What follows belongs to an exercise in optimizing a design on an open flow for small area; a production flow would make more cautious choices. At most, simulation tests tie the RTL to the original design; equivalence was not proved.

==> module fft_peak_detect, before the edit <==
module fft_peak_detect
#(
  parameter int DATA_W = fft_peak_detect_pkg::FPD_DATA_W,
  parameter int FFT_N  = 1024,
  parameter int IDX_W  = fft_peak_detect_pkg::FPD_IDX_W
) (
  input  logic                sys_clk,
  input  logic                sys_rst,
  input  logic [DATA_W-1:0]   s_re,
  input  logic [DATA_W-1:0]   s_im,
  input  logic                s_valid,
  input  logic                s_last,
  output logic                s_ready,
  output logic [IDX_W-1:0]    peak_idx,
  output logic [2*DATA_W-1:0] peak_pow,
  output logic                peak_valid,
  output logic                frame_err,
  output logic                busy
);
  localparam int PW = 2 * DATA_W;
  logic             en_q, post_q, bad_q;
  logic [IDX_W-1:0] cnt_q, run_idx_q, peak_idx_q;
  logic [PW-1:0]    run_pow_q, peak_pow_q;
  logic             w_accept, w_at_end, w_last, w_elig, w_first, w_hit, w_load;
  logic [PW-1:0]    w_pow;
  assign w_accept = s_valid & s_ready;
  assign w_at_end = &cnt_q;
  assign w_last   = w_accept & (s_last | w_at_end);
  assign w_elig   = ~cnt_q[IDX_W-1] & (|cnt_q);
  assign w_first  = (cnt_q == IDX_W'(1));
  fft_mag2_pipe #(.DATA_W(DATA_W)) u_mag2 (
    .in_re   (s_re),
    .in_im   (s_im),
    .out_pow (w_pow)
  );
  assign w_hit  = w_accept & w_elig & (w_first | (w_pow > run_pow_q));
  assign w_load = post_q & (cnt_q == IDX_W'(FFT_N - 2)) & ~bad_q;
  always_ff @(posedge sys_clk) begin
    if (w_hit) begin
      run_pow_q <= w_pow;
      run_idx_q <= w_first ? IDX_W'(|{s_re, s_im}) : cnt_q;
    end
    if (!post_q) bad_q <= ~(s_last & w_at_end);
  end
  always_ff @(posedge sys_clk or negedge sys_rst) begin
    if (!sys_rst) begin
      en_q       <= 1'b0;
      post_q     <= 1'b0;
      cnt_q      <= '0;
      peak_idx_q <= '0;
      peak_pow_q <= '0;
    end else begin
      en_q <= 1'b1;
      if (w_last) begin
        post_q <= 1'b1;
        cnt_q  <= IDX_W'(FFT_N - 4);
      end else if (post_q | w_accept) begin
        cnt_q <= cnt_q + IDX_W'(1);
        if (w_at_end) post_q <= 1'b0;
      end
      if (w_load) begin
        peak_idx_q <= run_idx_q;
        peak_pow_q <= run_pow_q;
      end
    end
  end
  assign s_ready    = en_q & ~post_q;
  assign busy       = post_q | (|cnt_q);
  assign peak_valid = post_q & w_at_end & ~bad_q;
  assign frame_err  = post_q & w_at_end & bad_q;
  assign peak_idx   = peak_idx_q;
  assign peak_pow   = peak_pow_q;
endmodule
==> flow/config.mk <==
export PLATFORM = sky130hd
export DESIGN_NAME = fft_peak_detect
export DESIGN_NICKNAME = fft_peak_detect
export VERILOG_FILES = /design/flow/design.v
export SDC_FILE = /design/flow/constraint.sdc
export NUM_CORES = 4
export LEC_CHECK = 0
export CAP_MARGIN = 0
export CORE_MARGIN = 2
export CORE_UTILIZATION = 65
export CTS_BUF_LIST = sky130_fd_sc_hd__clkbuf_8
export SLEW_MARGIN = 0
==> flow/constraint.sdc <==
create_clock -name core_clock -period 10.0 [get_ports {sys_clk}]
set_input_delay 2.0000 -clock core_clock [delete_from_list [all_inputs] [get_ports {sys_clk}]]
set_output_delay 2.0000 -clock core_clock [all_outputs]
set_load 0.01 [all_outputs]
standard.sh (not shown) runs the stock make flow with config.mk's settings and CLKGATE_MAP_FILE= SYNTH_SCRIPT=/design/flow/synth_recipe.tcl, a recipe that flattens the netlist after the stock synthesis.
==> flow/flow/run.sh <==
#!/bin/bash
# Standard synthesis, then a netlist clean-up (flow/faflip.py: full adders
# flipped to cancel inverters, single-load inverters folded into their
# driver), then the standard layout from floorplan on, with plain buf_1
# port buffers.
set -euo pipefail
RES=orfs/results/sky130hd/fft_peak_detect/base
bash standard.sh synth > synth.log 2>&1
cp $RES/1_2_yosys.v yosys_std.v
python3 flow/faflip.py yosys_std.v $RES/1_2_yosys.v > faflip.log 2>&1
rm -f $RES/1_synth.odb
export PRE_GLOBAL_PLACE_TCL="$PWD/flow/ports.tcl"
bash standard.sh > layout.log 2>&1
Other scripts of this flow, unchanged in this note and not shown: flow/flow/faflip.py, flow/flow/ports.tcl
The baseline finished clean.
Rerun with:
--- a/flow/design.v
+++ b/flow/design.v
@@ -951,21 +951,23 @@
   logic             en_q, post_q, bad_q;
   logic [IDX_W-1:0] cnt_q, run_idx_q, peak_idx_q;
   logic [PW-1:0]    run_pow_q, peak_pow_q;
   logic             w_accept, w_at_end, w_last, w_elig, w_first, w_hit, w_load;
   logic [PW-1:0]    w_pow;
+  logic             w_gt;
   assign w_accept = s_valid & s_ready;
   assign w_at_end = &cnt_q;
   assign w_last   = w_accept & (s_last | w_at_end);
   assign w_elig   = ~cnt_q[IDX_W-1] & (|cnt_q);
   assign w_first  = (cnt_q == IDX_W'(1));
   fft_mag2_pipe #(.DATA_W(DATA_W)) u_mag2 (
     .in_re   (s_re),
     .in_im   (s_im),
     .out_pow (w_pow)
   );
-  assign w_hit  = w_accept & w_elig & (w_first | (w_pow > run_pow_q));
+  fft_peak_cmp #(.W(PW)) u_cmp (.a(w_pow), .b(run_pow_q), .gt(w_gt), .lt());
+  assign w_hit  = w_accept & w_elig & (w_first | w_gt);
   assign w_load = post_q & (cnt_q == IDX_W'(FFT_N - 2)) & ~bad_q;
   always_ff @(posedge sys_clk) begin
     if (w_hit) begin
       run_pow_q <= w_pow;
       run_idx_q <= w_first ? IDX_W'(|{s_re, s_im}) : cnt_q;
@@ -999,6 +1001,27 @@
   assign peak_valid = post_q & w_at_end & ~bad_q;
   assign frame_err  = post_q & w_at_end & bad_q;
   assign peak_idx   = peak_idx_q;
   assign peak_pow   = peak_pow_q;
 endmodule
+module fft_peak_cmp
+#(
+  parameter int W = 32
+) (
+  input  logic [W-1:0] a,
+  input  logic [W-1:0] b,
+  output logic         gt,
+  output logic         lt
+);
+  if (W == 1) begin : g_leaf
+    assign gt = a[0] & ~b[0];
+    assign lt = b[0] & ~a[0];
+  end else begin : g_node
+    localparam int H = W / 2;
+    logic gt_hi, lt_hi, gt_lo, lt_lo;
+    fft_peak_cmp #(.W(W - H)) u_hi (.a(a[W-1:H]), .b(b[W-1:H]), .gt(gt_hi), .lt(lt_hi));
+    fft_peak_cmp #(.W(H))     u_lo (.a(a[H-1:0]), .b(b[H-1:0]), .gt(gt_lo), .lt(lt_lo));
+    assign gt = gt_hi | (~lt_hi & gt_lo);
+    assign lt = lt_hi | (~gt_hi & lt_lo);
+  end
+endmodule
 `default_nettype wire
=> The changed run completed with no timing, DRC or antenna violations; wire length went up slightly; final area came out lower slightly; sequential cell count is unchanged; global-route usage came out higher by 0.93 points; synthesized area goes down slightly; sequential share of layout area stays flat; maximum frequency hardly moves; clock-buffer cell count is unchanged; utilization went up by 0.19 points; cell count is about the same; first-iteration DRC count fell by a few percent.
The RTL of the second run of this note was laid out without a check of its function.

afterwards: timing with drivers on the ports:
In the flow no input, the clock included, has a driving cell. The finished layouts below were timed again as built, in two steps. Step 1 sets driving cells, clkbuf_16 on the clock port and buf_2 on the other inputs (assumed; they add their load-dependent delay and slew). Step 2 adds t to the input delays and takes it off the output delays; t is the mean of the earliest and latest rising clock arrival at the registers after step 1. Input paths then give back, and output paths get back, about the clock's delay inside the block. Three values: ideal ports, drivers, drivers and shift; two values: the first two.
| run | shift t [ns] | setup WS [ns] | hold WS [ns] | latest minus earliest clock arrival (ns) | worst register clock-pin slew, ns |
|---|---|---|---|---|---|
| the first run | 0.420 | 0.491 / 0.509 / 0.089 | 0.492 / 0.492 / 0.492 | 0.019 / 0.019 | 0.12 / 0.12 |
| the second run | 0.401 | 0.481 / 0.492 / 0.091 | 0.481 / 0.481 / 0.481 | 0.011 / 0.012 | 0.10 / 0.10 |
After both steps every run listed still meets setup and hold. The setup slack of the first run, which loses most, moves by +0.018 ns with the drivers and by -0.402 ns with both steps.
